This design comes from an exercise in tuning for small area and few clock cycles per item on the open sky130 flow, not from production work.
No run shown here included a check of the RTL's function; only the layout flow was run.

## flow/design.v (module list and top-level ports; edited modules follow where they fit)
// module fp_mult_pipe: 1340 lines
// module fp_mult_fa: 10 lines
// module fp_mult_ha: 9 lines
// module fp_mult_bsel: 10 lines
// module fp_mult_bselt: 10 lines
module fp_mult_pipe #(
    parameter int EXP_W = 8,
    parameter int MAN_W = 23
) (
    input  logic                   clk,
    input  logic                   rst_n,
    input  logic                   in_valid,
    output logic                   in_ready,
    input  logic [EXP_W+MAN_W:0]   a,
    input  logic [EXP_W+MAN_W:0]   b,
    output logic                   out_valid,
    input  logic                   out_ready,
    output logic [EXP_W+MAN_W:0]   product,
    output logic [4:0]             flags
);
  // ...
==> flow/flow/run.sh <==
#!/bin/bash
# Standard layout with two changes: the port buffers are buf_2 cells, and right
# after synthesis every combinational cell is set to its smallest drive strength
# (the standard repair steps then size up what timing and slew need).
set -euo pipefail
export BUFFER_PORTS_ARGS="-buffer_cell sky130_fd_sc_hd__buf_2"
bash standard.sh synth > synth.log 2>&1
DS_ODB="$PWD/orfs/results/$FLOW_PLATFORM/fp_mult_pipe/base/1_synth.odb" \
DS_LIB="$FLOW_HOME/platforms/$FLOW_PLATFORM/lib/sky130_fd_sc_hd__tt_025C_1v80.lib" \
DS_MAP="$PWD/flow/downsize_map.txt" \
  openroad -no_init -exit flow/downsize.tcl > downsize.log 2>&1
export SKIP_GATE_CLONING=1
bash standard.sh > standard.log 2>&1
==> flow/flow/downsize.tcl <==
# Replace every combinational cell by the smallest cell of the same function
# (same name but drive strength); the resizer later sizes up what timing needs.
set odb $::env(DS_ODB)
read_liberty $::env(DS_LIB)
read_db $odb
set map [dict create]
set f [open $::env(DS_MAP)]
while {[gets $f line] >= 0} {
  if {[llength $line] == 2} { dict set map [lindex $line 0] [lindex $line 1] }
}
close $f
set n 0
foreach inst [get_cells *] {
  set ref [get_property $inst ref_name]
  if {[dict exists $map $ref]} {
    replace_cell $inst [dict get $map $ref]
    incr n
  }
}
puts "downsize: replaced $n instances"
write_db $odb
==> flow/flow/downsize_map.txt <==
sky130_fd_sc_hd__a2111o_2 sky130_fd_sc_hd__a2111o_1
sky130_fd_sc_hd__a2111o_4 sky130_fd_sc_hd__a2111o_1
sky130_fd_sc_hd__a2111oi_1 sky130_fd_sc_hd__a2111oi_0
sky130_fd_sc_hd__a2111oi_2 sky130_fd_sc_hd__a2111oi_0
sky130_fd_sc_hd__a2111oi_4 sky130_fd_sc_hd__a2111oi_0
sky130_fd_sc_hd__a211o_2 sky130_fd_sc_hd__a211o_1
sky130_fd_sc_hd__a211o_4 sky130_fd_sc_hd__a211o_1
sky130_fd_sc_hd__a211oi_2 sky130_fd_sc_hd__a211oi_1
sky130_fd_sc_hd__a211oi_4 sky130_fd_sc_hd__a211oi_1
sky130_fd_sc_hd__a21bo_4 sky130_fd_sc_hd__a21bo_1
sky130_fd_sc_hd__a21boi_2 sky130_fd_sc_hd__a21boi_0
sky130_fd_sc_hd__a21boi_4 sky130_fd_sc_hd__a21boi_0
sky130_fd_sc_hd__a21o_2 sky130_fd_sc_hd__a21o_1
sky130_fd_sc_hd__a21o_4 sky130_fd_sc_hd__a21o_1
sky130_fd_sc_hd__a21oi_2 sky130_fd_sc_hd__a21oi_1
sky130_fd_sc_hd__a21oi_4 sky130_fd_sc_hd__a21oi_1
sky130_fd_sc_hd__a221o_2 sky130_fd_sc_hd__a221o_1
sky130_fd_sc_hd__a221o_4 sky130_fd_sc_hd__a221o_1
sky130_fd_sc_hd__a221oi_2 sky130_fd_sc_hd__a221oi_1
sky130_fd_sc_hd__a221oi_4 sky130_fd_sc_hd__a221oi_1
sky130_fd_sc_hd__a22o_2 sky130_fd_sc_hd__a22o_1
sky130_fd_sc_hd__a22o_4 sky130_fd_sc_hd__a22o_1
sky130_fd_sc_hd__a22oi_2 sky130_fd_sc_hd__a22oi_1
sky130_fd_sc_hd__a22oi_4 sky130_fd_sc_hd__a22oi_1
sky130_fd_sc_hd__a2bb2o_2 sky130_fd_sc_hd__a2bb2o_1
sky130_fd_sc_hd__a2bb2o_4 sky130_fd_sc_hd__a2bb2o_1
sky130_fd_sc_hd__a2bb2oi_2 sky130_fd_sc_hd__a2bb2oi_1
sky130_fd_sc_hd__a2bb2oi_4 sky130_fd_sc_hd__a2bb2oi_1
sky130_fd_sc_hd__a311o_2 sky130_fd_sc_hd__a311o_1
sky130_fd_sc_hd__a311o_4 sky130_fd_sc_hd__a311o_1
sky130_fd_sc_hd__a311oi_2 sky130_fd_sc_hd__a311oi_1
sky130_fd_sc_hd__a311oi_4 sky130_fd_sc_hd__a311oi_1
sky130_fd_sc_hd__a31o_4 sky130_fd_sc_hd__a31o_1
sky130_fd_sc_hd__a31oi_2 sky130_fd_sc_hd__a31oi_1
sky130_fd_sc_hd__a31oi_4 sky130_fd_sc_hd__a31oi_1
sky130_fd_sc_hd__a32o_2 sky130_fd_sc_hd__a32o_1
sky130_fd_sc_hd__a32o_4 sky130_fd_sc_hd__a32o_1
sky130_fd_sc_hd__a32oi_2 sky130_fd_sc_hd__a32oi_1
sky130_fd_sc_hd__a32oi_4 sky130_fd_sc_hd__a32oi_1
sky130_fd_sc_hd__a41o_2 sky130_fd_sc_hd__a41o_1
sky130_fd_sc_hd__a41o_4 sky130_fd_sc_hd__a41o_1
sky130_fd_sc_hd__a41oi_2 sky130_fd_sc_hd__a41oi_1
sky130_fd_sc_hd__a41oi_4 sky130_fd_sc_hd__a41oi_1
sky130_fd_sc_hd__and2_2 sky130_fd_sc_hd__and2_0
sky130_fd_sc_hd__and2_4 sky130_fd_sc_hd__and2_0
sky130_fd_sc_hd__and2b_2 sky130_fd_sc_hd__and2b_1
sky130_fd_sc_hd__and2b_4 sky130_fd_sc_hd__and2b_1
sky130_fd_sc_hd__and3_2 sky130_fd_sc_hd__and3_1
sky130_fd_sc_hd__and3_4 sky130_fd_sc_hd__and3_1
sky130_fd_sc_hd__and3b_2 sky130_fd_sc_hd__and3b_1
sky130_fd_sc_hd__and3b_4 sky130_fd_sc_hd__and3b_1
sky130_fd_sc_hd__and4_2 sky130_fd_sc_hd__and4_1
sky130_fd_sc_hd__and4_4 sky130_fd_sc_hd__and4_1
sky130_fd_sc_hd__and4b_2 sky130_fd_sc_hd__and4b_1
sky130_fd_sc_hd__and4b_4 sky130_fd_sc_hd__and4b_1
sky130_fd_sc_hd__and4bb_4 sky130_fd_sc_hd__and4bb_1
sky130_fd_sc_hd__maj3_2 sky130_fd_sc_hd__maj3_1
sky130_fd_sc_hd__maj3_4 sky130_fd_sc_hd__maj3_1
sky130_fd_sc_hd__mux2_4 sky130_fd_sc_hd__mux2_1
sky130_fd_sc_hd__mux2_8 sky130_fd_sc_hd__mux2_1
sky130_fd_sc_hd__mux2i_2 sky130_fd_sc_hd__mux2i_1
sky130_fd_sc_hd__mux2i_4 sky130_fd_sc_hd__mux2i_1
sky130_fd_sc_hd__mux4_1 sky130_fd_sc_hd__mux4_2
sky130_fd_sc_hd__mux4_4 sky130_fd_sc_hd__mux4_2
sky130_fd_sc_hd__nand2_2 sky130_fd_sc_hd__nand2_1
sky130_fd_sc_hd__nand2_4 sky130_fd_sc_hd__nand2_1
sky130_fd_sc_hd__nand2_8 sky130_fd_sc_hd__nand2_1
sky130_fd_sc_hd__nand2b_2 sky130_fd_sc_hd__nand2b_1
sky130_fd_sc_hd__nand2b_4 sky130_fd_sc_hd__nand2b_1
sky130_fd_sc_hd__nand3_2 sky130_fd_sc_hd__nand3_1
sky130_fd_sc_hd__nand3_4 sky130_fd_sc_hd__nand3_1
sky130_fd_sc_hd__nand3b_2 sky130_fd_sc_hd__nand3b_1
sky130_fd_sc_hd__nand3b_4 sky130_fd_sc_hd__nand3b_1
sky130_fd_sc_hd__nand4_2 sky130_fd_sc_hd__nand4_1
sky130_fd_sc_hd__nand4_4 sky130_fd_sc_hd__nand4_1
sky130_fd_sc_hd__nand4b_2 sky130_fd_sc_hd__nand4b_1
sky130_fd_sc_hd__nand4b_4 sky130_fd_sc_hd__nand4b_1
sky130_fd_sc_hd__nand4bb_2 sky130_fd_sc_hd__nand4bb_1
sky130_fd_sc_hd__nand4bb_4 sky130_fd_sc_hd__nand4bb_1
sky130_fd_sc_hd__nor2_2 sky130_fd_sc_hd__nor2_1
sky130_fd_sc_hd__nor2_4 sky130_fd_sc_hd__nor2_1
sky130_fd_sc_hd__nor2_8 sky130_fd_sc_hd__nor2_1
sky130_fd_sc_hd__nor2b_2 sky130_fd_sc_hd__nor2b_1
sky130_fd_sc_hd__nor2b_4 sky130_fd_sc_hd__nor2b_1
sky130_fd_sc_hd__nor3_2 sky130_fd_sc_hd__nor3_1
sky130_fd_sc_hd__nor3_4 sky130_fd_sc_hd__nor3_1
sky130_fd_sc_hd__nor3b_2 sky130_fd_sc_hd__nor3b_1
sky130_fd_sc_hd__nor3b_4 sky130_fd_sc_hd__nor3b_1
sky130_fd_sc_hd__nor4_2 sky130_fd_sc_hd__nor4_1
sky130_fd_sc_hd__nor4_4 sky130_fd_sc_hd__nor4_1
sky130_fd_sc_hd__nor4b_2 sky130_fd_sc_hd__nor4b_1
sky130_fd_sc_hd__nor4b_4 sky130_fd_sc_hd__nor4b_1
sky130_fd_sc_hd__nor4bb_2 sky130_fd_sc_hd__nor4bb_1
sky130_fd_sc_hd__nor4bb_4 sky130_fd_sc_hd__nor4bb_1
sky130_fd_sc_hd__o2111a_2 sky130_fd_sc_hd__o2111a_1
sky130_fd_sc_hd__o2111a_4 sky130_fd_sc_hd__o2111a_1
sky130_fd_sc_hd__o2111ai_2 sky130_fd_sc_hd__o2111ai_1
sky130_fd_sc_hd__o2111ai_4 sky130_fd_sc_hd__o2111ai_1
sky130_fd_sc_hd__o211a_4 sky130_fd_sc_hd__o211a_1
sky130_fd_sc_hd__o211ai_2 sky130_fd_sc_hd__o211ai_1
sky130_fd_sc_hd__o211ai_4 sky130_fd_sc_hd__o211ai_1
sky130_fd_sc_hd__o21a_2 sky130_fd_sc_hd__o21a_1
sky130_fd_sc_hd__o21a_4 sky130_fd_sc_hd__o21a_1
sky130_fd_sc_hd__o21ai_2 sky130_fd_sc_hd__o21ai_0
sky130_fd_sc_hd__o21ai_4 sky130_fd_sc_hd__o21ai_0
sky130_fd_sc_hd__o21ba_4 sky130_fd_sc_hd__o21ba_1
sky130_fd_sc_hd__o21bai_2 sky130_fd_sc_hd__o21bai_1
sky130_fd_sc_hd__o21bai_4 sky130_fd_sc_hd__o21bai_1
sky130_fd_sc_hd__o221a_4 sky130_fd_sc_hd__o221a_1
sky130_fd_sc_hd__o221ai_2 sky130_fd_sc_hd__o221ai_1
sky130_fd_sc_hd__o221ai_4 sky130_fd_sc_hd__o221ai_1
sky130_fd_sc_hd__o22a_2 sky130_fd_sc_hd__o22a_1
sky130_fd_sc_hd__o22a_4 sky130_fd_sc_hd__o22a_1
sky130_fd_sc_hd__o22ai_2 sky130_fd_sc_hd__o22ai_1
sky130_fd_sc_hd__o22ai_4 sky130_fd_sc_hd__o22ai_1
sky130_fd_sc_hd__o2bb2a_2 sky130_fd_sc_hd__o2bb2a_1
sky130_fd_sc_hd__o2bb2a_4 sky130_fd_sc_hd__o2bb2a_1
sky130_fd_sc_hd__o2bb2ai_2 sky130_fd_sc_hd__o2bb2ai_1
sky130_fd_sc_hd__o2bb2ai_4 sky130_fd_sc_hd__o2bb2ai_1
sky130_fd_sc_hd__o311a_2 sky130_fd_sc_hd__o311a_1
sky130_fd_sc_hd__o311a_4 sky130_fd_sc_hd__o311a_1
sky130_fd_sc_hd__o311ai_2 sky130_fd_sc_hd__o311ai_0
sky130_fd_sc_hd__o311ai_4 sky130_fd_sc_hd__o311ai_0
sky130_fd_sc_hd__o31a_2 sky130_fd_sc_hd__o31a_1
sky130_fd_sc_hd__o31a_4 sky130_fd_sc_hd__o31a_1
sky130_fd_sc_hd__o31ai_2 sky130_fd_sc_hd__o31ai_1
sky130_fd_sc_hd__o31ai_4 sky130_fd_sc_hd__o31ai_1
sky130_fd_sc_hd__o32a_2 sky130_fd_sc_hd__o32a_1
sky130_fd_sc_hd__o32a_4 sky130_fd_sc_hd__o32a_1
sky130_fd_sc_hd__o32ai_2 sky130_fd_sc_hd__o32ai_1
sky130_fd_sc_hd__o32ai_4 sky130_fd_sc_hd__o32ai_1
sky130_fd_sc_hd__o41a_2 sky130_fd_sc_hd__o41a_1
sky130_fd_sc_hd__o41a_4 sky130_fd_sc_hd__o41a_1
sky130_fd_sc_hd__o41ai_2 sky130_fd_sc_hd__o41ai_1
sky130_fd_sc_hd__o41ai_4 sky130_fd_sc_hd__o41ai_1
sky130_fd_sc_hd__or2_4 sky130_fd_sc_hd__or2_0
sky130_fd_sc_hd__or2b_2 sky130_fd_sc_hd__or2b_1
sky130_fd_sc_hd__or2b_4 sky130_fd_sc_hd__or2b_1
sky130_fd_sc_hd__or3_2 sky130_fd_sc_hd__or3_1
sky130_fd_sc_hd__or3_4 sky130_fd_sc_hd__or3_1
sky130_fd_sc_hd__or3b_4 sky130_fd_sc_hd__or3b_1
sky130_fd_sc_hd__or4_2 sky130_fd_sc_hd__or4_1
sky130_fd_sc_hd__or4_4 sky130_fd_sc_hd__or4_1
sky130_fd_sc_hd__or4b_4 sky130_fd_sc_hd__or4b_1
sky130_fd_sc_hd__or4bb_2 sky130_fd_sc_hd__or4bb_1
sky130_fd_sc_hd__or4bb_4 sky130_fd_sc_hd__or4bb_1
sky130_fd_sc_hd__sdlclkp_2 sky130_fd_sc_hd__sdlclkp_1
sky130_fd_sc_hd__sdlclkp_4 sky130_fd_sc_hd__sdlclkp_1
sky130_fd_sc_hd__xnor2_2 sky130_fd_sc_hd__xnor2_1
sky130_fd_sc_hd__xnor2_4 sky130_fd_sc_hd__xnor2_1
sky130_fd_sc_hd__xnor3_2 sky130_fd_sc_hd__xnor3_1
sky130_fd_sc_hd__xnor3_4 sky130_fd_sc_hd__xnor3_1
sky130_fd_sc_hd__xor2_2 sky130_fd_sc_hd__xor2_1
sky130_fd_sc_hd__xor2_4 sky130_fd_sc_hd__xor2_1
sky130_fd_sc_hd__xor3_2 sky130_fd_sc_hd__xor3_1
sky130_fd_sc_hd__xor3_4 sky130_fd_sc_hd__xor3_1
==> flow/standard.sh <==
#!/bin/bash
# synth_recipe.tcl (not shown) runs the flow's synth.tcl, then flattens the netlist and writes it again
# the make line also repeats each setting of config.mk as NAME=value (left out here)
make -C /OpenROAD-flow-scripts/flow DESIGN_CONFIG=/design/flow/config.mk WORK_HOME=/design/flow/orfs CLKGATE_MAP_FILE= SYNTH_SCRIPT=/design/flow/synth_recipe.tcl "${@:-finish}"
==> flow/config.mk <==
export PLATFORM = sky130hd
export DESIGN_NAME = fp_mult_pipe
export DESIGN_NICKNAME = fp_mult_pipe
export VERILOG_FILES = /design/flow/design.v
export SDC_FILE = /design/flow/constraint.sdc
export NUM_CORES = 4
export LEC_CHECK = 0
export CAP_MARGIN = 20
export CORE_MARGIN = 2
export CORE_UTILIZATION = 40
export GPL_TIMING_DRIVEN = 1
export SETUP_SLACK_MARGIN = 0.05
export SLEW_MARGIN = 20
export SYNTH_HIERARCHICAL = 1
==> flow/constraint.sdc <==
create_clock -name core_clock -period 7.5 [get_ports {clk}]
set_input_delay 1.5000 -clock core_clock [delete_from_list [all_inputs] [get_ports {clk}]]
set_output_delay 1.5000 -clock core_clock [all_outputs]
set_load 0.01 [all_outputs]
==> impl_results.md, run 1 <==
- Status: no timing/DRC/antenna violations
- Crit path capture type: flip-flop
- Most used cell, CP: fa_1
- Crit share post-route: 97.1%
- R2r worst-path depth: 2
- Ports: between 100 and 150
- Core area: roughly 0.041 mm²
- Hold Path Cell Cnt: 3
- Critical-path cell list: buf_2, buf_4, nand3_1, o21ai_4, buf_4, a22oi_1, xnor2_1, fa_1, fa_1, fa_1, fa_1, fa_1, ha_1, nand2_1, o21ai_0, nor3_1, a21oi_1, o31a_1, a41o_1, a41oi_1, xnor2_1
- Met3 Routed Length: ~7700 µm
- DP HPWL: just under 50000 µm
- Design area: roughly 0.019 mm²
- Data arrival time of the critical path: 7.32 ns
- Multi-In Gates: 1600
- Worst hold endpoint: v_r
- Initial antenna violation count: 1
- TritonCTS clock tree: done
- Drt drc: 0
- Gr usage total: between 20 and 30%
- Num CTS Buffers: 5
- Die W: roughly 210 µm
- Worst flop-to-flop path startpoint: v_r
- Setup TNS: 0 ns
- Buffers and inverters on the worst path: 3
- Worst hold-check path type: reg2reg
- Mapped Cells: between 1500 and 2000
- Signal buf overhead: roughly a tenth
- CP Capture Point: p_r[46]
- Largest net degree at the start of global routing: 50
- Iteration count of the initial detailed-routing pass: 6
- Number of endpoints failing setup at the final stage: 0
- Register Area: 0.00123 mm²
- Multi-input combinational area share: 78.7%
- GPL Wtd Cong: a little under 1
- Max-cap violations: 0
==> run 2, diff against run 1 <==
--- a/flow/design.v
+++ b/flow/design.v
@@ -44,18 +44,16 @@
     assign b_inf_s  = b_max_s & b_mz_s;
     assign a_nan_s  = a_max_s & ~a_mz_s;
     assign b_nan_s  = b_max_s & ~b_mz_s;
     assign nan_s    = a_nan_s | b_nan_s;
     assign inv_s    = ~nan_s & ((a_inf_s & b_zero_s) | (b_inf_s & a_zero_s));
     assign inf_s    = a_inf_s | b_inf_s;
     assign zero_s   = a_zero_s | b_zero_s;
     assign sign_s   = a[31] ^ b[31];
-    logic [22:0] an_s;
-    assign an_s = ~a[22:0];
     logic bo0, bt0, bn0;
     assign bo0 = b[0] ^ 1'b0;
     assign bt0 = (b[1] & ~b[0] & ~1'b0) | (~b[1] & b[0] & 1'b0);
     assign bn0 = b[1];
     logic p1;
     assign p1 = ((bo0 & a[0])) ^ bn0;
     logic p2;
     fp_mult_bselt u_p2 (.one(bo0), .two(bt0), .neg(bn0), .a0(a[1]), .a1(a[0]), .p(p2));
@@ -107,59 +105,59 @@
     assign p25 = (bt0) ^ bn0;
     logic bo1, bt1, bn1;
     assign bo1 = b[2] ^ b[1];
     assign bt1 = (b[3] & ~b[2] & ~b[1]) | (~b[3] & b[2] & b[1]);
     assign bn1 = b[3];
     logic p26;
     assign p26 = ((bo1 & a[0])) ^ bn1;
     logic p27;
-    fp_mult_bsel u_p27 (.one_n(~bo1), .two_n(~bt1), .neg(bn1), .a0_n(an_s[1]), .a1_n(an_s[0]), .p(p27));
+    fp_mult_bselt u_p27 (.one(bo1), .two(bt1), .neg(bn1), .a0(a[1]), .a1(a[0]), .p(p27));
     logic p28;
-    fp_mult_bsel u_p28 (.one_n(~bo1), .two_n(~bt1), .neg(bn1), .a0_n(an_s[2]), .a1_n(an_s[1]), .p(p28));
+    fp_mult_bselt u_p28 (.one(bo1), .two(bt1), .neg(bn1), .a0(a[2]), .a1(a[1]), .p(p28));
     logic p29;
-    fp_mult_bsel u_p29 (.one_n(~bo1), .two_n(~bt1), .neg(bn1), .a0_n(an_s[3]), .a1_n(an_s[2]), .p(p29));
+    fp_mult_bselt u_p29 (.one(bo1), .two(bt1), .neg(bn1), .a0(a[3]), .a1(a[2]), .p(p29));
     logic p30;
-    fp_mult_bsel u_p30 (.one_n(~bo1), .two_n(~bt1), .neg(bn1), .a0_n(an_s[4]), .a1_n(an_s[3]), .p(p30));
+    fp_mult_bselt u_p30 (.one(bo1), .two(bt1), .neg(bn1), .a0(a[4]), .a1(a[3]), .p(p30));
     logic p31;
-    fp_mult_bsel u_p31 (.one_n(~bo1), .two_n(~bt1), .neg(bn1), .a0_n(an_s[5]), .a1_n(an_s[4]), .p(p31));
+    fp_mult_bselt u_p31 (.one(bo1), .two(bt1), .neg(bn1), .a0(a[5]), .a1(a[4]), .p(p31));
     logic p32;
-    fp_mult_bsel u_p32 (.one_n(~bo1), .two_n(~bt1), .neg(bn1), .a0_n(an_s[6]), .a1_n(an_s[5]), .p(p32));
+    fp_mult_bselt u_p32 (.one(bo1), .two(bt1), .neg(bn1), .a0(a[6]), .a1(a[5]), .p(p32));
     logic p33;
-    fp_mult_bsel u_p33 (.one_n(~bo1), .two_n(~bt1), .neg(bn1), .a0_n(an_s[7]), .a1_n(an_s[6]), .p(p33));
+    fp_mult_bselt u_p33 (.one(bo1), .two(bt1), .neg(bn1), .a0(a[7]), .a1(a[6]), .p(p33));
     logic p34;
-    fp_mult_bsel u_p34 (.one_n(~bo1), .two_n(~bt1), .neg(bn1), .a0_n(an_s[8]), .a1_n(an_s[7]), .p(p34));
+    fp_mult_bselt u_p34 (.one(bo1), .two(bt1), .neg(bn1), .a0(a[8]), .a1(a[7]), .p(p34));
     logic p35;
-    fp_mult_bsel u_p35 (.one_n(~bo1), .two_n(~bt1), .neg(bn1), .a0_n(an_s[9]), .a1_n(an_s[8]), .p(p35));
+    fp_mult_bselt u_p35 (.one(bo1), .two(bt1), .neg(bn1), .a0(a[9]), .a1(a[8]), .p(p35));
     logic p36;
-    fp_mult_bsel u_p36 (.one_n(~bo1), .two_n(~bt1), .neg(bn1), .a0_n(an_s[10]), .a1_n(an_s[9]), .p(p36));
+    fp_mult_bselt u_p36 (.one(bo1), .two(bt1), .neg(bn1), .a0(a[10]), .a1(a[9]), .p(p36));
     logic p37;
-    fp_mult_bsel u_p37 (.one_n(~bo1), .two_n(~bt1), .neg(bn1), .a0_n(an_s[11]), .a1_n(an_s[10]), .p(p37));
+    fp_mult_bselt u_p37 (.one(bo1), .two(bt1), .neg(bn1), .a0(a[11]), .a1(a[10]), .p(p37));
     logic p38;
-    fp_mult_bsel u_p38 (.one_n(~bo1), .two_n(~bt1), .neg(bn1), .a0_n(an_s[12]), .a1_n(an_s[11]), .p(p38));
+    fp_mult_bselt u_p38 (.one(bo1), .two(bt1), .neg(bn1), .a0(a[12]), .a1(a[11]), .p(p38));
     logic p39;
-    fp_mult_bsel u_p39 (.one_n(~bo1), .two_n(~bt1), .neg(bn1), .a0_n(an_s[13]), .a1_n(an_s[12]), .p(p39));
+    fp_mult_bselt u_p39 (.one(bo1), .two(bt1), .neg(bn1), .a0(a[13]), .a1(a[12]), .p(p39));
     logic p40;
-    fp_mult_bsel u_p40 (.one_n(~bo1), .two_n(~bt1), .neg(bn1), .a0_n(an_s[14]), .a1_n(an_s[13]), .p(p40));
+    fp_mult_bselt u_p40 (.one(bo1), .two(bt1), .neg(bn1), .a0(a[14]), .a1(a[13]), .p(p40));
     logic p41;
-    fp_mult_bsel u_p41 (.one_n(~bo1), .two_n(~bt1), .neg(bn1), .a0_n(an_s[15]), .a1_n(an_s[14]), .p(p41));
+    fp_mult_bselt u_p41 (.one(bo1), .two(bt1), .neg(bn1), .a0(a[15]), .a1(a[14]), .p(p41));
     logic p42;
-    fp_mult_bsel u_p42 (.one_n(~bo1), .two_n(~bt1), .neg(bn1), .a0_n(an_s[16]), .a1_n(an_s[15]), .p(p42));
+    fp_mult_bselt u_p42 (.one(bo1), .two(bt1), .neg(bn1), .a0(a[16]), .a1(a[15]), .p(p42));
     logic p43;
-    fp_mult_bsel u_p43 (.one_n(~bo1), .two_n(~bt1), .neg(bn1), .a0_n(an_s[17]), .a1_n(an_s[16]), .p(p43));
+    fp_mult_bselt u_p43 (.one(bo1), .two(bt1), .neg(bn1), .a0(a[17]), .a1(a[16]), .p(p43));
     logic p44;
-    fp_mult_bsel u_p44 (.one_n(~bo1), .two_n(~bt1), .neg(bn1), .a0_n(an_s[18]), .a1_n(an_s[17]), .p(p44));
+    fp_mult_bselt u_p44 (.one(bo1), .two(bt1), .neg(bn1), .a0(a[18]), .a1(a[17]), .p(p44));
     logic p45;
-    fp_mult_bsel u_p45 (.one_n(~bo1), .two_n(~bt1), .neg(bn1), .a0_n(an_s[19]), .a1_n(an_s[18]), .p(p45));
+    fp_mult_bselt u_p45 (.one(bo1), .two(bt1), .neg(bn1), .a0(a[19]), .a1(a[18]), .p(p45));
     logic p46;
-    fp_mult_bsel u_p46 (.one_n(~bo1), .two_n(~bt1), .neg(bn1), .a0_n(an_s[20]), .a1_n(an_s[19]), .p(p46));
+    fp_mult_bselt u_p46 (.one(bo1), .two(bt1), .neg(bn1), .a0(a[20]), .a1(a[19]), .p(p46));
     logic p47;
-    fp_mult_bsel u_p47 (.one_n(~bo1), .two_n(~bt1), .neg(bn1), .a0_n(an_s[21]), .a1_n(an_s[20]), .p(p47));
+    fp_mult_bselt u_p47 (.one(bo1), .two(bt1), .neg(bn1), .a0(a[21]), .a1(a[20]), .p(p47));
     logic p48;
-    fp_mult_bsel u_p48 (.one_n(~bo1), .two_n(~bt1), .neg(bn1), .a0_n(an_s[22]), .a1_n(an_s[21]), .p(p48));
+    fp_mult_bselt u_p48 (.one(bo1), .two(bt1), .neg(bn1), .a0(a[22]), .a1(a[21]), .p(p48));
     logic p49;
     assign p49 = (bo1 | (bt1 & a[22])) ^ bn1;
     logic p50;
     assign p50 = (bt1) ^ bn1;
     logic bo2, bt2, bn2;
     assign bo2 = b[4] ^ b[3];
     assign bt2 = (b[5] & ~b[4] & ~b[3]) | (~b[5] & b[4] & b[3]);
     assign bn2 = b[5];
@@ -215,59 +213,59 @@
     assign p75 = (bt2) ^ bn2;
     logic bo3, bt3, bn3;
     assign bo3 = b[6] ^ b[5];
     assign bt3 = (b[7] & ~b[6] & ~b[5]) | (~b[7] & b[6] & b[5]);
     assign bn3 = b[7];
     logic p76;
     assign p76 = ((bo3 & a[0])) ^ bn3;
     logic p77;
-    fp_mult_bsel u_p77 (.one_n(~bo3), .two_n(~bt3), .neg(bn3), .a0_n(an_s[1]), .a1_n(an_s[0]), .p(p77));
+    fp_mult_bselt u_p77 (.one(bo3), .two(bt3), .neg(bn3), .a0(a[1]), .a1(a[0]), .p(p77));
     logic p78;
-    fp_mult_bsel u_p78 (.one_n(~bo3), .two_n(~bt3), .neg(bn3), .a0_n(an_s[2]), .a1_n(an_s[1]), .p(p78));
+    fp_mult_bselt u_p78 (.one(bo3), .two(bt3), .neg(bn3), .a0(a[2]), .a1(a[1]), .p(p78));
     logic p79;
-    fp_mult_bsel u_p79 (.one_n(~bo3), .two_n(~bt3), .neg(bn3), .a0_n(an_s[3]), .a1_n(an_s[2]), .p(p79));
+    fp_mult_bselt u_p79 (.one(bo3), .two(bt3), .neg(bn3), .a0(a[3]), .a1(a[2]), .p(p79));
     logic p80;
-    fp_mult_bsel u_p80 (.one_n(~bo3), .two_n(~bt3), .neg(bn3), .a0_n(an_s[4]), .a1_n(an_s[3]), .p(p80));
+    fp_mult_bselt u_p80 (.one(bo3), .two(bt3), .neg(bn3), .a0(a[4]), .a1(a[3]), .p(p80));
     logic p81;
-    fp_mult_bsel u_p81 (.one_n(~bo3), .two_n(~bt3), .neg(bn3), .a0_n(an_s[5]), .a1_n(an_s[4]), .p(p81));
+    fp_mult_bselt u_p81 (.one(bo3), .two(bt3), .neg(bn3), .a0(a[5]), .a1(a[4]), .p(p81));
     logic p82;
-    fp_mult_bsel u_p82 (.one_n(~bo3), .two_n(~bt3), .neg(bn3), .a0_n(an_s[6]), .a1_n(an_s[5]), .p(p82));
+    fp_mult_bselt u_p82 (.one(bo3), .two(bt3), .neg(bn3), .a0(a[6]), .a1(a[5]), .p(p82));
     logic p83;
-    fp_mult_bsel u_p83 (.one_n(~bo3), .two_n(~bt3), .neg(bn3), .a0_n(an_s[7]), .a1_n(an_s[6]), .p(p83));
+    fp_mult_bselt u_p83 (.one(bo3), .two(bt3), .neg(bn3), .a0(a[7]), .a1(a[6]), .p(p83));
     logic p84;
-    fp_mult_bsel u_p84 (.one_n(~bo3), .two_n(~bt3), .neg(bn3), .a0_n(an_s[8]), .a1_n(an_s[7]), .p(p84));
+    fp_mult_bselt u_p84 (.one(bo3), .two(bt3), .neg(bn3), .a0(a[8]), .a1(a[7]), .p(p84));
     logic p85;
-    fp_mult_bsel u_p85 (.one_n(~bo3), .two_n(~bt3), .neg(bn3), .a0_n(an_s[9]), .a1_n(an_s[8]), .p(p85));
+    fp_mult_bselt u_p85 (.one(bo3), .two(bt3), .neg(bn3), .a0(a[9]), .a1(a[8]), .p(p85));
     logic p86;
-    fp_mult_bsel u_p86 (.one_n(~bo3), .two_n(~bt3), .neg(bn3), .a0_n(an_s[10]), .a1_n(an_s[9]), .p(p86));
+    fp_mult_bselt u_p86 (.one(bo3), .two(bt3), .neg(bn3), .a0(a[10]), .a1(a[9]), .p(p86));
     logic p87;
-    fp_mult_bsel u_p87 (.one_n(~bo3), .two_n(~bt3), .neg(bn3), .a0_n(an_s[11]), .a1_n(an_s[10]), .p(p87));
+    fp_mult_bselt u_p87 (.one(bo3), .two(bt3), .neg(bn3), .a0(a[11]), .a1(a[10]), .p(p87));
     logic p88;
-    fp_mult_bsel u_p88 (.one_n(~bo3), .two_n(~bt3), .neg(bn3), .a0_n(an_s[12]), .a1_n(an_s[11]), .p(p88));
+    fp_mult_bselt u_p88 (.one(bo3), .two(bt3), .neg(bn3), .a0(a[12]), .a1(a[11]), .p(p88));
     logic p89;
-    fp_mult_bsel u_p89 (.one_n(~bo3), .two_n(~bt3), .neg(bn3), .a0_n(an_s[13]), .a1_n(an_s[12]), .p(p89));
+    fp_mult_bselt u_p89 (.one(bo3), .two(bt3), .neg(bn3), .a0(a[13]), .a1(a[12]), .p(p89));
     logic p90;
-    fp_mult_bsel u_p90 (.one_n(~bo3), .two_n(~bt3), .neg(bn3), .a0_n(an_s[14]), .a1_n(an_s[13]), .p(p90));
+    fp_mult_bselt u_p90 (.one(bo3), .two(bt3), .neg(bn3), .a0(a[14]), .a1(a[13]), .p(p90));
     logic p91;
-    fp_mult_bsel u_p91 (.one_n(~bo3), .two_n(~bt3), .neg(bn3), .a0_n(an_s[15]), .a1_n(an_s[14]), .p(p91));
+    fp_mult_bselt u_p91 (.one(bo3), .two(bt3), .neg(bn3), .a0(a[15]), .a1(a[14]), .p(p91));
     logic p92;
-    fp_mult_bsel u_p92 (.one_n(~bo3), .two_n(~bt3), .neg(bn3), .a0_n(an_s[16]), .a1_n(an_s[15]), .p(p92));
+    fp_mult_bselt u_p92 (.one(bo3), .two(bt3), .neg(bn3), .a0(a[16]), .a1(a[15]), .p(p92));
     logic p93;
-    fp_mult_bsel u_p93 (.one_n(~bo3), .two_n(~bt3), .neg(bn3), .a0_n(an_s[17]), .a1_n(an_s[16]), .p(p93));
+    fp_mult_bselt u_p93 (.one(bo3), .two(bt3), .neg(bn3), .a0(a[17]), .a1(a[16]), .p(p93));
     logic p94;
-    fp_mult_bsel u_p94 (.one_n(~bo3), .two_n(~bt3), .neg(bn3), .a0_n(an_s[18]), .a1_n(an_s[17]), .p(p94));
+    fp_mult_bselt u_p94 (.one(bo3), .two(bt3), .neg(bn3), .a0(a[18]), .a1(a[17]), .p(p94));
     logic p95;
-    fp_mult_bsel u_p95 (.one_n(~bo3), .two_n(~bt3), .neg(bn3), .a0_n(an_s[19]), .a1_n(an_s[18]), .p(p95));
+    fp_mult_bselt u_p95 (.one(bo3), .two(bt3), .neg(bn3), .a0(a[19]), .a1(a[18]), .p(p95));
     logic p96;
-    fp_mult_bsel u_p96 (.one_n(~bo3), .two_n(~bt3), .neg(bn3), .a0_n(an_s[20]), .a1_n(an_s[19]), .p(p96));
+    fp_mult_bselt u_p96 (.one(bo3), .two(bt3), .neg(bn3), .a0(a[20]), .a1(a[19]), .p(p96));
     logic p97;
-    fp_mult_bsel u_p97 (.one_n(~bo3), .two_n(~bt3), .neg(bn3), .a0_n(an_s[21]), .a1_n(an_s[20]), .p(p97));
+    fp_mult_bselt u_p97 (.one(bo3), .two(bt3), .neg(bn3), .a0(a[21]), .a1(a[20]), .p(p97));
     logic p98;
-    fp_mult_bsel u_p98 (.one_n(~bo3), .two_n(~bt3), .neg(bn3), .a0_n(an_s[22]), .a1_n(an_s[21]), .p(p98));
+    fp_mult_bselt u_p98 (.one(bo3), .two(bt3), .neg(bn3), .a0(a[22]), .a1(a[21]), .p(p98));
     logic p99;
     assign p99 = (bo3 | (bt3 & a[22])) ^ bn3;
     logic p100;
     assign p100 = (bt3) ^ bn3;
     logic bo4, bt4, bn4;
     assign bo4 = b[8] ^ b[7];
     assign bt4 = (b[9] & ~b[8] & ~b[7]) | (~b[9] & b[8] & b[7]);
     assign bn4 = b[9];
@@ -323,59 +321,59 @@
     assign p125 = (bt4) ^ bn4;
     logic bo5, bt5, bn5;
     assign bo5 = b[10] ^ b[9];
     assign bt5 = (b[11] & ~b[10] & ~b[9]) | (~b[11] & b[10] & b[9]);
     assign bn5 = b[11];
     logic p126;
     assign p126 = ((bo5 & a[0])) ^ bn5;
     logic p127;
-    fp_mult_bsel u_p127 (.one_n(~bo5), .two_n(~bt5), .neg(bn5), .a0_n(an_s[1]), .a1_n(an_s[0]), .p(p127));
+    fp_mult_bselt u_p127 (.one(bo5), .two(bt5), .neg(bn5), .a0(a[1]), .a1(a[0]), .p(p127));
     logic p128;
-    fp_mult_bsel u_p128 (.one_n(~bo5), .two_n(~bt5), .neg(bn5), .a0_n(an_s[2]), .a1_n(an_s[1]), .p(p128));
+    fp_mult_bselt u_p128 (.one(bo5), .two(bt5), .neg(bn5), .a0(a[2]), .a1(a[1]), .p(p128));
     logic p129;
-    fp_mult_bsel u_p129 (.one_n(~bo5), .two_n(~bt5), .neg(bn5), .a0_n(an_s[3]), .a1_n(an_s[2]), .p(p129));
+    fp_mult_bselt u_p129 (.one(bo5), .two(bt5), .neg(bn5), .a0(a[3]), .a1(a[2]), .p(p129));
     logic p130;
-    fp_mult_bsel u_p130 (.one_n(~bo5), .two_n(~bt5), .neg(bn5), .a0_n(an_s[4]), .a1_n(an_s[3]), .p(p130));
+    fp_mult_bselt u_p130 (.one(bo5), .two(bt5), .neg(bn5), .a0(a[4]), .a1(a[3]), .p(p130));
     logic p131;
-    fp_mult_bsel u_p131 (.one_n(~bo5), .two_n(~bt5), .neg(bn5), .a0_n(an_s[5]), .a1_n(an_s[4]), .p(p131));
+    fp_mult_bselt u_p131 (.one(bo5), .two(bt5), .neg(bn5), .a0(a[5]), .a1(a[4]), .p(p131));
     logic p132;
-    fp_mult_bsel u_p132 (.one_n(~bo5), .two_n(~bt5), .neg(bn5), .a0_n(an_s[6]), .a1_n(an_s[5]), .p(p132));
+    fp_mult_bselt u_p132 (.one(bo5), .two(bt5), .neg(bn5), .a0(a[6]), .a1(a[5]), .p(p132));
     logic p133;
-    fp_mult_bsel u_p133 (.one_n(~bo5), .two_n(~bt5), .neg(bn5), .a0_n(an_s[7]), .a1_n(an_s[6]), .p(p133));
+    fp_mult_bselt u_p133 (.one(bo5), .two(bt5), .neg(bn5), .a0(a[7]), .a1(a[6]), .p(p133));
     logic p134;
-    fp_mult_bsel u_p134 (.one_n(~bo5), .two_n(~bt5), .neg(bn5), .a0_n(an_s[8]), .a1_n(an_s[7]), .p(p134));
+    fp_mult_bselt u_p134 (.one(bo5), .two(bt5), .neg(bn5), .a0(a[8]), .a1(a[7]), .p(p134));
     logic p135;
-    fp_mult_bsel u_p135 (.one_n(~bo5), .two_n(~bt5), .neg(bn5), .a0_n(an_s[9]), .a1_n(an_s[8]), .p(p135));
+    fp_mult_bselt u_p135 (.one(bo5), .two(bt5), .neg(bn5), .a0(a[9]), .a1(a[8]), .p(p135));
     logic p136;
-    fp_mult_bsel u_p136 (.one_n(~bo5), .two_n(~bt5), .neg(bn5), .a0_n(an_s[10]), .a1_n(an_s[9]), .p(p136));
+    fp_mult_bselt u_p136 (.one(bo5), .two(bt5), .neg(bn5), .a0(a[10]), .a1(a[9]), .p(p136));
     logic p137;
-    fp_mult_bsel u_p137 (.one_n(~bo5), .two_n(~bt5), .neg(bn5), .a0_n(an_s[11]), .a1_n(an_s[10]), .p(p137));
+    fp_mult_bselt u_p137 (.one(bo5), .two(bt5), .neg(bn5), .a0(a[11]), .a1(a[10]), .p(p137));
     logic p138;
-    fp_mult_bsel u_p138 (.one_n(~bo5), .two_n(~bt5), .neg(bn5), .a0_n(an_s[12]), .a1_n(an_s[11]), .p(p138));
+    fp_mult_bselt u_p138 (.one(bo5), .two(bt5), .neg(bn5), .a0(a[12]), .a1(a[11]), .p(p138));
     logic p139;
-    fp_mult_bsel u_p139 (.one_n(~bo5), .two_n(~bt5), .neg(bn5), .a0_n(an_s[13]), .a1_n(an_s[12]), .p(p139));
+    fp_mult_bselt u_p139 (.one(bo5), .two(bt5), .neg(bn5), .a0(a[13]), .a1(a[12]), .p(p139));
     logic p140;
-    fp_mult_bsel u_p140 (.one_n(~bo5), .two_n(~bt5), .neg(bn5), .a0_n(an_s[14]), .a1_n(an_s[13]), .p(p140));
+    fp_mult_bselt u_p140 (.one(bo5), .two(bt5), .neg(bn5), .a0(a[14]), .a1(a[13]), .p(p140));
     logic p141;
-    fp_mult_bsel u_p141 (.one_n(~bo5), .two_n(~bt5), .neg(bn5), .a0_n(an_s[15]), .a1_n(an_s[14]), .p(p141));
+    fp_mult_bselt u_p141 (.one(bo5), .two(bt5), .neg(bn5), .a0(a[15]), .a1(a[14]), .p(p141));
     logic p142;
-    fp_mult_bsel u_p142 (.one_n(~bo5), .two_n(~bt5), .neg(bn5), .a0_n(an_s[16]), .a1_n(an_s[15]), .p(p142));
+    fp_mult_bselt u_p142 (.one(bo5), .two(bt5), .neg(bn5), .a0(a[16]), .a1(a[15]), .p(p142));
     logic p143;
-    fp_mult_bsel u_p143 (.one_n(~bo5), .two_n(~bt5), .neg(bn5), .a0_n(an_s[17]), .a1_n(an_s[16]), .p(p143));
+    fp_mult_bselt u_p143 (.one(bo5), .two(bt5), .neg(bn5), .a0(a[17]), .a1(a[16]), .p(p143));
     logic p144;
-    fp_mult_bsel u_p144 (.one_n(~bo5), .two_n(~bt5), .neg(bn5), .a0_n(an_s[18]), .a1_n(an_s[17]), .p(p144));
+    fp_mult_bselt u_p144 (.one(bo5), .two(bt5), .neg(bn5), .a0(a[18]), .a1(a[17]), .p(p144));
     logic p145;
-    fp_mult_bsel u_p145 (.one_n(~bo5), .two_n(~bt5), .neg(bn5), .a0_n(an_s[19]), .a1_n(an_s[18]), .p(p145));
+    fp_mult_bselt u_p145 (.one(bo5), .two(bt5), .neg(bn5), .a0(a[19]), .a1(a[18]), .p(p145));
     logic p146;
-    fp_mult_bsel u_p146 (.one_n(~bo5), .two_n(~bt5), .neg(bn5), .a0_n(an_s[20]), .a1_n(an_s[19]), .p(p146));
+    fp_mult_bselt u_p146 (.one(bo5), .two(bt5), .neg(bn5), .a0(a[20]), .a1(a[19]), .p(p146));
     logic p147;
-    fp_mult_bsel u_p147 (.one_n(~bo5), .two_n(~bt5), .neg(bn5), .a0_n(an_s[21]), .a1_n(an_s[20]), .p(p147));
+    fp_mult_bselt u_p147 (.one(bo5), .two(bt5), .neg(bn5), .a0(a[21]), .a1(a[20]), .p(p147));
     logic p148;
-    fp_mult_bsel u_p148 (.one_n(~bo5), .two_n(~bt5), .neg(bn5), .a0_n(an_s[22]), .a1_n(an_s[21]), .p(p148));
+    fp_mult_bselt u_p148 (.one(bo5), .two(bt5), .neg(bn5), .a0(a[22]), .a1(a[21]), .p(p148));
     logic p149;
     assign p149 = (bo5 | (bt5 & a[22])) ^ bn5;
     logic p150;
     assign p150 = (bt5) ^ bn5;
     logic bo6, bt6, bn6;
     assign bo6 = b[12] ^ b[11];
     assign bt6 = (b[13] & ~b[12] & ~b[11]) | (~b[13] & b[12] & b[11]);
     assign bn6 = b[13];
@@ -431,59 +429,59 @@
     assign p175 = (bt6) ^ bn6;
     logic bo7, bt7, bn7;
     assign bo7 = b[14] ^ b[13];
     assign bt7 = (b[15] & ~b[14] & ~b[13]) | (~b[15] & b[14] & b[13]);
     assign bn7 = b[15];
     logic p176;
     assign p176 = ((bo7 & a[0])) ^ bn7;
     logic p177;
-    fp_mult_bsel u_p177 (.one_n(~bo7), .two_n(~bt7), .neg(bn7), .a0_n(an_s[1]), .a1_n(an_s[0]), .p(p177));
+    fp_mult_bselt u_p177 (.one(bo7), .two(bt7), .neg(bn7), .a0(a[1]), .a1(a[0]), .p(p177));
     logic p178;
-    fp_mult_bsel u_p178 (.one_n(~bo7), .two_n(~bt7), .neg(bn7), .a0_n(an_s[2]), .a1_n(an_s[1]), .p(p178));
+    fp_mult_bselt u_p178 (.one(bo7), .two(bt7), .neg(bn7), .a0(a[2]), .a1(a[1]), .p(p178));
     logic p179;
-    fp_mult_bsel u_p179 (.one_n(~bo7), .two_n(~bt7), .neg(bn7), .a0_n(an_s[3]), .a1_n(an_s[2]), .p(p179));
+    fp_mult_bselt u_p179 (.one(bo7), .two(bt7), .neg(bn7), .a0(a[3]), .a1(a[2]), .p(p179));
     logic p180;
-    fp_mult_bsel u_p180 (.one_n(~bo7), .two_n(~bt7), .neg(bn7), .a0_n(an_s[4]), .a1_n(an_s[3]), .p(p180));
+    fp_mult_bselt u_p180 (.one(bo7), .two(bt7), .neg(bn7), .a0(a[4]), .a1(a[3]), .p(p180));
     logic p181;
-    fp_mult_bsel u_p181 (.one_n(~bo7), .two_n(~bt7), .neg(bn7), .a0_n(an_s[5]), .a1_n(an_s[4]), .p(p181));
+    fp_mult_bselt u_p181 (.one(bo7), .two(bt7), .neg(bn7), .a0(a[5]), .a1(a[4]), .p(p181));
     logic p182;
-    fp_mult_bsel u_p182 (.one_n(~bo7), .two_n(~bt7), .neg(bn7), .a0_n(an_s[6]), .a1_n(an_s[5]), .p(p182));
+    fp_mult_bselt u_p182 (.one(bo7), .two(bt7), .neg(bn7), .a0(a[6]), .a1(a[5]), .p(p182));
     logic p183;
-    fp_mult_bsel u_p183 (.one_n(~bo7), .two_n(~bt7), .neg(bn7), .a0_n(an_s[7]), .a1_n(an_s[6]), .p(p183));
+    fp_mult_bselt u_p183 (.one(bo7), .two(bt7), .neg(bn7), .a0(a[7]), .a1(a[6]), .p(p183));
     logic p184;
-    fp_mult_bsel u_p184 (.one_n(~bo7), .two_n(~bt7), .neg(bn7), .a0_n(an_s[8]), .a1_n(an_s[7]), .p(p184));
+    fp_mult_bselt u_p184 (.one(bo7), .two(bt7), .neg(bn7), .a0(a[8]), .a1(a[7]), .p(p184));
     logic p185;
-    fp_mult_bsel u_p185 (.one_n(~bo7), .two_n(~bt7), .neg(bn7), .a0_n(an_s[9]), .a1_n(an_s[8]), .p(p185));
+    fp_mult_bselt u_p185 (.one(bo7), .two(bt7), .neg(bn7), .a0(a[9]), .a1(a[8]), .p(p185));
     logic p186;
-    fp_mult_bsel u_p186 (.one_n(~bo7), .two_n(~bt7), .neg(bn7), .a0_n(an_s[10]), .a1_n(an_s[9]), .p(p186));
+    fp_mult_bselt u_p186 (.one(bo7), .two(bt7), .neg(bn7), .a0(a[10]), .a1(a[9]), .p(p186));
     logic p187;
-    fp_mult_bsel u_p187 (.one_n(~bo7), .two_n(~bt7), .neg(bn7), .a0_n(an_s[11]), .a1_n(an_s[10]), .p(p187));
+    fp_mult_bselt u_p187 (.one(bo7), .two(bt7), .neg(bn7), .a0(a[11]), .a1(a[10]), .p(p187));
     logic p188;
-    fp_mult_bsel u_p188 (.one_n(~bo7), .two_n(~bt7), .neg(bn7), .a0_n(an_s[12]), .a1_n(an_s[11]), .p(p188));
+    fp_mult_bselt u_p188 (.one(bo7), .two(bt7), .neg(bn7), .a0(a[12]), .a1(a[11]), .p(p188));
     logic p189;
-    fp_mult_bsel u_p189 (.one_n(~bo7), .two_n(~bt7), .neg(bn7), .a0_n(an_s[13]), .a1_n(an_s[12]), .p(p189));
+    fp_mult_bselt u_p189 (.one(bo7), .two(bt7), .neg(bn7), .a0(a[13]), .a1(a[12]), .p(p189));
     logic p190;
-    fp_mult_bsel u_p190 (.one_n(~bo7), .two_n(~bt7), .neg(bn7), .a0_n(an_s[14]), .a1_n(an_s[13]), .p(p190));
+    fp_mult_bselt u_p190 (.one(bo7), .two(bt7), .neg(bn7), .a0(a[14]), .a1(a[13]), .p(p190));
     logic p191;
-    fp_mult_bsel u_p191 (.one_n(~bo7), .two_n(~bt7), .neg(bn7), .a0_n(an_s[15]), .a1_n(an_s[14]), .p(p191));
+    fp_mult_bselt u_p191 (.one(bo7), .two(bt7), .neg(bn7), .a0(a[15]), .a1(a[14]), .p(p191));
     logic p192;
-    fp_mult_bsel u_p192 (.one_n(~bo7), .two_n(~bt7), .neg(bn7), .a0_n(an_s[16]), .a1_n(an_s[15]), .p(p192));
+    fp_mult_bselt u_p192 (.one(bo7), .two(bt7), .neg(bn7), .a0(a[16]), .a1(a[15]), .p(p192));
     logic p193;
-    fp_mult_bsel u_p193 (.one_n(~bo7), .two_n(~bt7), .neg(bn7), .a0_n(an_s[17]), .a1_n(an_s[16]), .p(p193));
+    fp_mult_bselt u_p193 (.one(bo7), .two(bt7), .neg(bn7), .a0(a[17]), .a1(a[16]), .p(p193));
     logic p194;
-    fp_mult_bsel u_p194 (.one_n(~bo7), .two_n(~bt7), .neg(bn7), .a0_n(an_s[18]), .a1_n(an_s[17]), .p(p194));
+    fp_mult_bselt u_p194 (.one(bo7), .two(bt7), .neg(bn7), .a0(a[18]), .a1(a[17]), .p(p194));
     logic p195;
-    fp_mult_bsel u_p195 (.one_n(~bo7), .two_n(~bt7), .neg(bn7), .a0_n(an_s[19]), .a1_n(an_s[18]), .p(p195));
+    fp_mult_bselt u_p195 (.one(bo7), .two(bt7), .neg(bn7), .a0(a[19]), .a1(a[18]), .p(p195));
     logic p196;
-    fp_mult_bsel u_p196 (.one_n(~bo7), .two_n(~bt7), .neg(bn7), .a0_n(an_s[20]), .a1_n(an_s[19]), .p(p196));
+    fp_mult_bselt u_p196 (.one(bo7), .two(bt7), .neg(bn7), .a0(a[20]), .a1(a[19]), .p(p196));
     logic p197;
-    fp_mult_bsel u_p197 (.one_n(~bo7), .two_n(~bt7), .neg(bn7), .a0_n(an_s[21]), .a1_n(an_s[20]), .p(p197));
+    fp_mult_bselt u_p197 (.one(bo7), .two(bt7), .neg(bn7), .a0(a[21]), .a1(a[20]), .p(p197));
     logic p198;
-    fp_mult_bsel u_p198 (.one_n(~bo7), .two_n(~bt7), .neg(bn7), .a0_n(an_s[22]), .a1_n(an_s[21]), .p(p198));
+    fp_mult_bselt u_p198 (.one(bo7), .two(bt7), .neg(bn7), .a0(a[22]), .a1(a[21]), .p(p198));
     logic p199;
     assign p199 = (bo7 | (bt7 & a[22])) ^ bn7;
     logic p200;
     assign p200 = (bt7) ^ bn7;
     logic bo8, bt8, bn8;
     assign bo8 = b[16] ^ b[15];
     assign bt8 = (b[17] & ~b[16] & ~b[15]) | (~b[17] & b[16] & b[15]);
     assign bn8 = b[17];
@@ -539,59 +537,59 @@
     assign p225 = (bt8) ^ bn8;
     logic bo9, bt9, bn9;
     assign bo9 = b[18] ^ b[17];
     assign bt9 = (b[19] & ~b[18] & ~b[17]) | (~b[19] & b[18] & b[17]);
     assign bn9 = b[19];
     logic p226;
     assign p226 = ((bo9 & a[0])) ^ bn9;
     logic p227;
-    fp_mult_bsel u_p227 (.one_n(~bo9), .two_n(~bt9), .neg(bn9), .a0_n(an_s[1]), .a1_n(an_s[0]), .p(p227));
+    fp_mult_bselt u_p227 (.one(bo9), .two(bt9), .neg(bn9), .a0(a[1]), .a1(a[0]), .p(p227));
     logic p228;
-    fp_mult_bsel u_p228 (.one_n(~bo9), .two_n(~bt9), .neg(bn9), .a0_n(an_s[2]), .a1_n(an_s[1]), .p(p228));
+    fp_mult_bselt u_p228 (.one(bo9), .two(bt9), .neg(bn9), .a0(a[2]), .a1(a[1]), .p(p228));
     logic p229;
-    fp_mult_bsel u_p229 (.one_n(~bo9), .two_n(~bt9), .neg(bn9), .a0_n(an_s[3]), .a1_n(an_s[2]), .p(p229));
+    fp_mult_bselt u_p229 (.one(bo9), .two(bt9), .neg(bn9), .a0(a[3]), .a1(a[2]), .p(p229));
     logic p230;
-    fp_mult_bsel u_p230 (.one_n(~bo9), .two_n(~bt9), .neg(bn9), .a0_n(an_s[4]), .a1_n(an_s[3]), .p(p230));
+    fp_mult_bselt u_p230 (.one(bo9), .two(bt9), .neg(bn9), .a0(a[4]), .a1(a[3]), .p(p230));
     logic p231;
-    fp_mult_bsel u_p231 (.one_n(~bo9), .two_n(~bt9), .neg(bn9), .a0_n(an_s[5]), .a1_n(an_s[4]), .p(p231));
+    fp_mult_bselt u_p231 (.one(bo9), .two(bt9), .neg(bn9), .a0(a[5]), .a1(a[4]), .p(p231));
     logic p232;
-    fp_mult_bsel u_p232 (.one_n(~bo9), .two_n(~bt9), .neg(bn9), .a0_n(an_s[6]), .a1_n(an_s[5]), .p(p232));
+    fp_mult_bselt u_p232 (.one(bo9), .two(bt9), .neg(bn9), .a0(a[6]), .a1(a[5]), .p(p232));
     logic p233;
-    fp_mult_bsel u_p233 (.one_n(~bo9), .two_n(~bt9), .neg(bn9), .a0_n(an_s[7]), .a1_n(an_s[6]), .p(p233));
+    fp_mult_bselt u_p233 (.one(bo9), .two(bt9), .neg(bn9), .a0(a[7]), .a1(a[6]), .p(p233));
     logic p234;
-    fp_mult_bsel u_p234 (.one_n(~bo9), .two_n(~bt9), .neg(bn9), .a0_n(an_s[8]), .a1_n(an_s[7]), .p(p234));
+    fp_mult_bselt u_p234 (.one(bo9), .two(bt9), .neg(bn9), .a0(a[8]), .a1(a[7]), .p(p234));
     logic p235;
-    fp_mult_bsel u_p235 (.one_n(~bo9), .two_n(~bt9), .neg(bn9), .a0_n(an_s[9]), .a1_n(an_s[8]), .p(p235));
+    fp_mult_bselt u_p235 (.one(bo9), .two(bt9), .neg(bn9), .a0(a[9]), .a1(a[8]), .p(p235));
     logic p236;
-    fp_mult_bsel u_p236 (.one_n(~bo9), .two_n(~bt9), .neg(bn9), .a0_n(an_s[10]), .a1_n(an_s[9]), .p(p236));
+    fp_mult_bselt u_p236 (.one(bo9), .two(bt9), .neg(bn9), .a0(a[10]), .a1(a[9]), .p(p236));
     logic p237;
-    fp_mult_bsel u_p237 (.one_n(~bo9), .two_n(~bt9), .neg(bn9), .a0_n(an_s[11]), .a1_n(an_s[10]), .p(p237));
+    fp_mult_bselt u_p237 (.one(bo9), .two(bt9), .neg(bn9), .a0(a[11]), .a1(a[10]), .p(p237));
     logic p238;
-    fp_mult_bsel u_p238 (.one_n(~bo9), .two_n(~bt9), .neg(bn9), .a0_n(an_s[12]), .a1_n(an_s[11]), .p(p238));
+    fp_mult_bselt u_p238 (.one(bo9), .two(bt9), .neg(bn9), .a0(a[12]), .a1(a[11]), .p(p238));
     logic p239;
-    fp_mult_bsel u_p239 (.one_n(~bo9), .two_n(~bt9), .neg(bn9), .a0_n(an_s[13]), .a1_n(an_s[12]), .p(p239));
+    fp_mult_bselt u_p239 (.one(bo9), .two(bt9), .neg(bn9), .a0(a[13]), .a1(a[12]), .p(p239));
     logic p240;
-    fp_mult_bsel u_p240 (.one_n(~bo9), .two_n(~bt9), .neg(bn9), .a0_n(an_s[14]), .a1_n(an_s[13]), .p(p240));
+    fp_mult_bselt u_p240 (.one(bo9), .two(bt9), .neg(bn9), .a0(a[14]), .a1(a[13]), .p(p240));
     logic p241;
-    fp_mult_bsel u_p241 (.one_n(~bo9), .two_n(~bt9), .neg(bn9), .a0_n(an_s[15]), .a1_n(an_s[14]), .p(p241));
+    fp_mult_bselt u_p241 (.one(bo9), .two(bt9), .neg(bn9), .a0(a[15]), .a1(a[14]), .p(p241));
     logic p242;
-    fp_mult_bsel u_p242 (.one_n(~bo9), .two_n(~bt9), .neg(bn9), .a0_n(an_s[16]), .a1_n(an_s[15]), .p(p242));
+    fp_mult_bselt u_p242 (.one(bo9), .two(bt9), .neg(bn9), .a0(a[16]), .a1(a[15]), .p(p242));
     logic p243;
-    fp_mult_bsel u_p243 (.one_n(~bo9), .two_n(~bt9), .neg(bn9), .a0_n(an_s[17]), .a1_n(an_s[16]), .p(p243));
+    fp_mult_bselt u_p243 (.one(bo9), .two(bt9), .neg(bn9), .a0(a[17]), .a1(a[16]), .p(p243));
     logic p244;
-    fp_mult_bsel u_p244 (.one_n(~bo9), .two_n(~bt9), .neg(bn9), .a0_n(an_s[18]), .a1_n(an_s[17]), .p(p244));
+    fp_mult_bselt u_p244 (.one(bo9), .two(bt9), .neg(bn9), .a0(a[18]), .a1(a[17]), .p(p244));
     logic p245;
-    fp_mult_bsel u_p245 (.one_n(~bo9), .two_n(~bt9), .neg(bn9), .a0_n(an_s[19]), .a1_n(an_s[18]), .p(p245));
+    fp_mult_bselt u_p245 (.one(bo9), .two(bt9), .neg(bn9), .a0(a[19]), .a1(a[18]), .p(p245));
     logic p246;
-    fp_mult_bsel u_p246 (.one_n(~bo9), .two_n(~bt9), .neg(bn9), .a0_n(an_s[20]), .a1_n(an_s[19]), .p(p246));
+    fp_mult_bselt u_p246 (.one(bo9), .two(bt9), .neg(bn9), .a0(a[20]), .a1(a[19]), .p(p246));
     logic p247;
-    fp_mult_bsel u_p247 (.one_n(~bo9), .two_n(~bt9), .neg(bn9), .a0_n(an_s[21]), .a1_n(an_s[20]), .p(p247));
+    fp_mult_bselt u_p247 (.one(bo9), .two(bt9), .neg(bn9), .a0(a[21]), .a1(a[20]), .p(p247));
     logic p248;
-    fp_mult_bsel u_p248 (.one_n(~bo9), .two_n(~bt9), .neg(bn9), .a0_n(an_s[22]), .a1_n(an_s[21]), .p(p248));
+    fp_mult_bselt u_p248 (.one(bo9), .two(bt9), .neg(bn9), .a0(a[22]), .a1(a[21]), .p(p248));
     logic p249;
     assign p249 = (bo9 | (bt9 & a[22])) ^ bn9;
     logic p250;
     assign p250 = (bt9) ^ bn9;
     logic bo10, bt10, bn10;
     assign bo10 = b[20] ^ b[19];
     assign bt10 = (b[21] & ~b[20] & ~b[19]) | (~b[21] & b[20] & b[19]);
     assign bn10 = b[21];
==> run 2 against run 1 <==
Effect of this change:
- still clean
- fmax is 1.0% higher
- cell count fell by 3.2%
- via count is 4.1% lower
- register-to-register slack better by 0.03 ns
- hold slack worse by 0.023 ns
- synthesized cell count fell by 3.0%
- count of clock-buffer cells in the layout grew 1
- non-clock buffer count fell by 33
- critical path depth down 2
- global-route usage decreased by 1.9 points
==> impl_results.md, run 2 <==
- Status: no timing/DRC/antenna violations (unchanged)
- CTS clk-pin slew, worst paths: 0.05 ns (was 0.06 ns)
- Antenna cells: 0 (unchanged)
- WS Path Type: in2reg (unchanged)
- CP required: 7.51 ns (was 7.53 ns)
- Minimum clock period: 7.21 ns (was 7.28 ns)
- R2R setup slack: 6.26 ns (was 6.23 ns)
- Initial Util: 40.5% (about the same)
- Highest clock rate: 139 MHz (was 137 MHz)
- Commonest non-fill, non-tap cell in the layout: xnor2_1 (was fa_1)
- Commonest cells after routing, fill and taps aside: 301 x xnor2_1, 267 x a22oi_1, 265 x fa_1 (was 265 x fa_1, 194 x xnor2_1, 155 x a22oi_1)
- Gr usage total: 26.3% (was 28.2%)
- Core area: 0.0407 mm² (was 0.0408 mm²)
- Layout Skew: 0.00489 ns (was 0.00607 ns)
- Via density: 6.17 (was 6.23)
- Final Util: 46.1% (was 46.9%)
- Share of cells above drive strength 1: 14.2% (was 15.7%)
- Layout Cells excl Fill: 2425 (was 2506)
- Row cnt: 74 (unchanged)
- Worst setup SP type: input port (unchanged)
- First-pass GRT wire length: 88900 µm (was 94300 µm)
- Clock Path Buffers: 2 (unchanged)
- Critical-path maximum fanout: 15 (was 16)
- Num CTS Buffers: 5 (unchanged)
- GPL Wtd Cong: 0.947 (was 0.976)
- Drt first-iter violations: 1619 (was 1867)
- H-tree depth: 2 (unchanged)
- Worst-Margin Slew: 0.874 ns (was 1.06 ns)
- Hold Slack: 0.835 ns (was 0.858 ns)
- Setup TNS: 0 ns (unchanged)
- Die W: 207 µm (about the same)
- Total wire length: 58100 µm (was 62300 µm)
- Synth Area per Inst: 9.67 µm² (was 9.41 µm²)
- Unrepaired setup endpoints after global routing: true (unchanged)
- Regs by FF count: p_r x26, e_r x9 (unchanged)
- Die height: 207 µm (about the same)
- Mapped Cells: 1706 (was 1758)
- Largest register FFs: 26 (unchanged)
- Crit share post-route: 96.1% (was 97.1%)
- Reg with most FFs: p_r (unchanged)
- Routed Antenna Nets: 0 (unchanged)
- Crit path capture type: flip-flop (unchanged)
- # hold bufs at CTS: 0 (unchanged)
- Initial antenna violation count: 1 (unchanged)
- Final hold vios: 0 (unchanged)
- I/O Buffers: 106 (unchanged)
- Number of endpoints failing setup at the final stage: 0 (unchanged)
- Area grow syn2layout: 13.8% (was 15.8%)
- CTS Root Cell: clkbuf_16 (unchanged)
- DP HPWL: 45100 µm (was 48600 µm)
- PnR worst setup slack: 0.293 ns (was 0.219 ns)
- Largest net degree at the start of global routing: 46 (was 50)
- Yosys Warn Count: 7 (unchanged)
- Nets@finish: 2306 (was 2387)
- Via count: 15000 (was 15600)
- Clock sink count: 41 (unchanged)
- Drt drc: 0 (unchanged)
- GRT overflow: 0 (unchanged)
- Vias in the first global route: 14900 (was 15700)
- Ports: 107 (unchanged)
- Slew HR: 41.2% (was 28.9%)
- Max-cap violations: 0 (unchanged)
- Worst slack, placed: 0.0160 ns (was -0.646 ns)
- Placed instance count: 2414 (was 2492)
- Total die area: 0.0429 mm² (was 0.0430 mm²)
- Worst hold-check path type: reg2reg (unchanged)
- Data arrival time of the critical path: 7.22 ns (was 7.32 ns)
- TritonCTS clock tree: done (unchanged)
- Iteration count of the initial detailed-routing pass: 6 (unchanged)
- Worst-Skew Late Latency: 0.29 ns (about the same)
- Synth Cell Area: 0.0165 mm² (was 0.0166 mm²)
- Final Slew Violations: 0 (unchanged)
- Post-DR wirelength/cell: 24.0 µm (was 24.9 µm)
- Post-Syn Nets: 2120 (was 2172)
-- run 2: worst paths after layout --
kind | start | endpoint | depth (start not counted)
max in group asynchronous | rst_n | v_r | 1
hold reg to reg | v_r | v_r | 3
min in group asynchronous | rst_n | v_r | 1
hold / removal | v_r | v_r | 3
setup reg to reg | v_r | p_r[28] | 2
setup / recovery | b[17] | p_r[47] | 19
-- run 2: per-stage QoR --
step | cell area, µm²
CTS | 18700
finish | 18800
global placement | 18600
global route | 18800
floorplan | 16600
detailed placement | 18600
-- run 2: what timing repair did --
action	4_1_cts	5_1_grt
setup endpoints to repair	0	26
buffers inserted	0	3
gates resized for setup	0	8
-- run 2: area by class of cell --
cell class	instances	area (µm²)
Sequential cell	41	1230
Fill cell	3929	22000
Clock inverter	2	35.0
Multi-Input combinational cell	1570	15000
Timing Repair Buffer	229	1540
Inverter	45	169
Tap cell	532	666
Clock buffer	6	129
-- run 2: routing by layer --
layer  global-route usage (%)  part of all wire [%]
met1                     37.1                    44
met4                     6.53                   2.2
met5                        0                 0.021
met3                     9.38                    12
met2                     38.3                    42
-- run 2: worst max-delay path: stages --
cell and delay, ns:
buf_2 0.22, xor2_2 0.47, buf_4 0.32, a22oi_1 0.12, xnor2_1 0.22, fa_1 0.49, fa_1 0.51, fa_1 0.48
fa_1 0.56, fa_1 0.44, ha_1 0.35, nand3_1 0.11, o221ai_1 0.28, a31o_2 0.22, nand3_1 0.07, a21oi_1 0.22
o2111ai_1 0.16, a311oi_1 0.30, xnor2_1 0.16

port drivers added, routing unchanged:
The flow's constraints put no driver on any port. The routed layouts listed below were extracted and timed again, unchanged, in two steps. Step 1, drivers: a clkbuf_16 drives clk and a buf_2 each remaining input, both assumed. Step 2 also shifts input and output timing later by t, the mid clock arrival at the registers, as if the neighbouring blocks saw the same clock. Three values: ideal, step 1, step 2; two values: the first two.
| run | t, ns | setup slack, ns | worst data-port slew with drivers (ns) |
|---|---|---|---|
| run 1 | 0.326 | 0.219 / 0.237 / -0.089 | 0.06 |
| run 2 | 0.321 | 0.293 / 0.306 / -0.015 | 0.06 |
Met with ideal ports but missed after step 2: setup timing in run 1 and run 2.
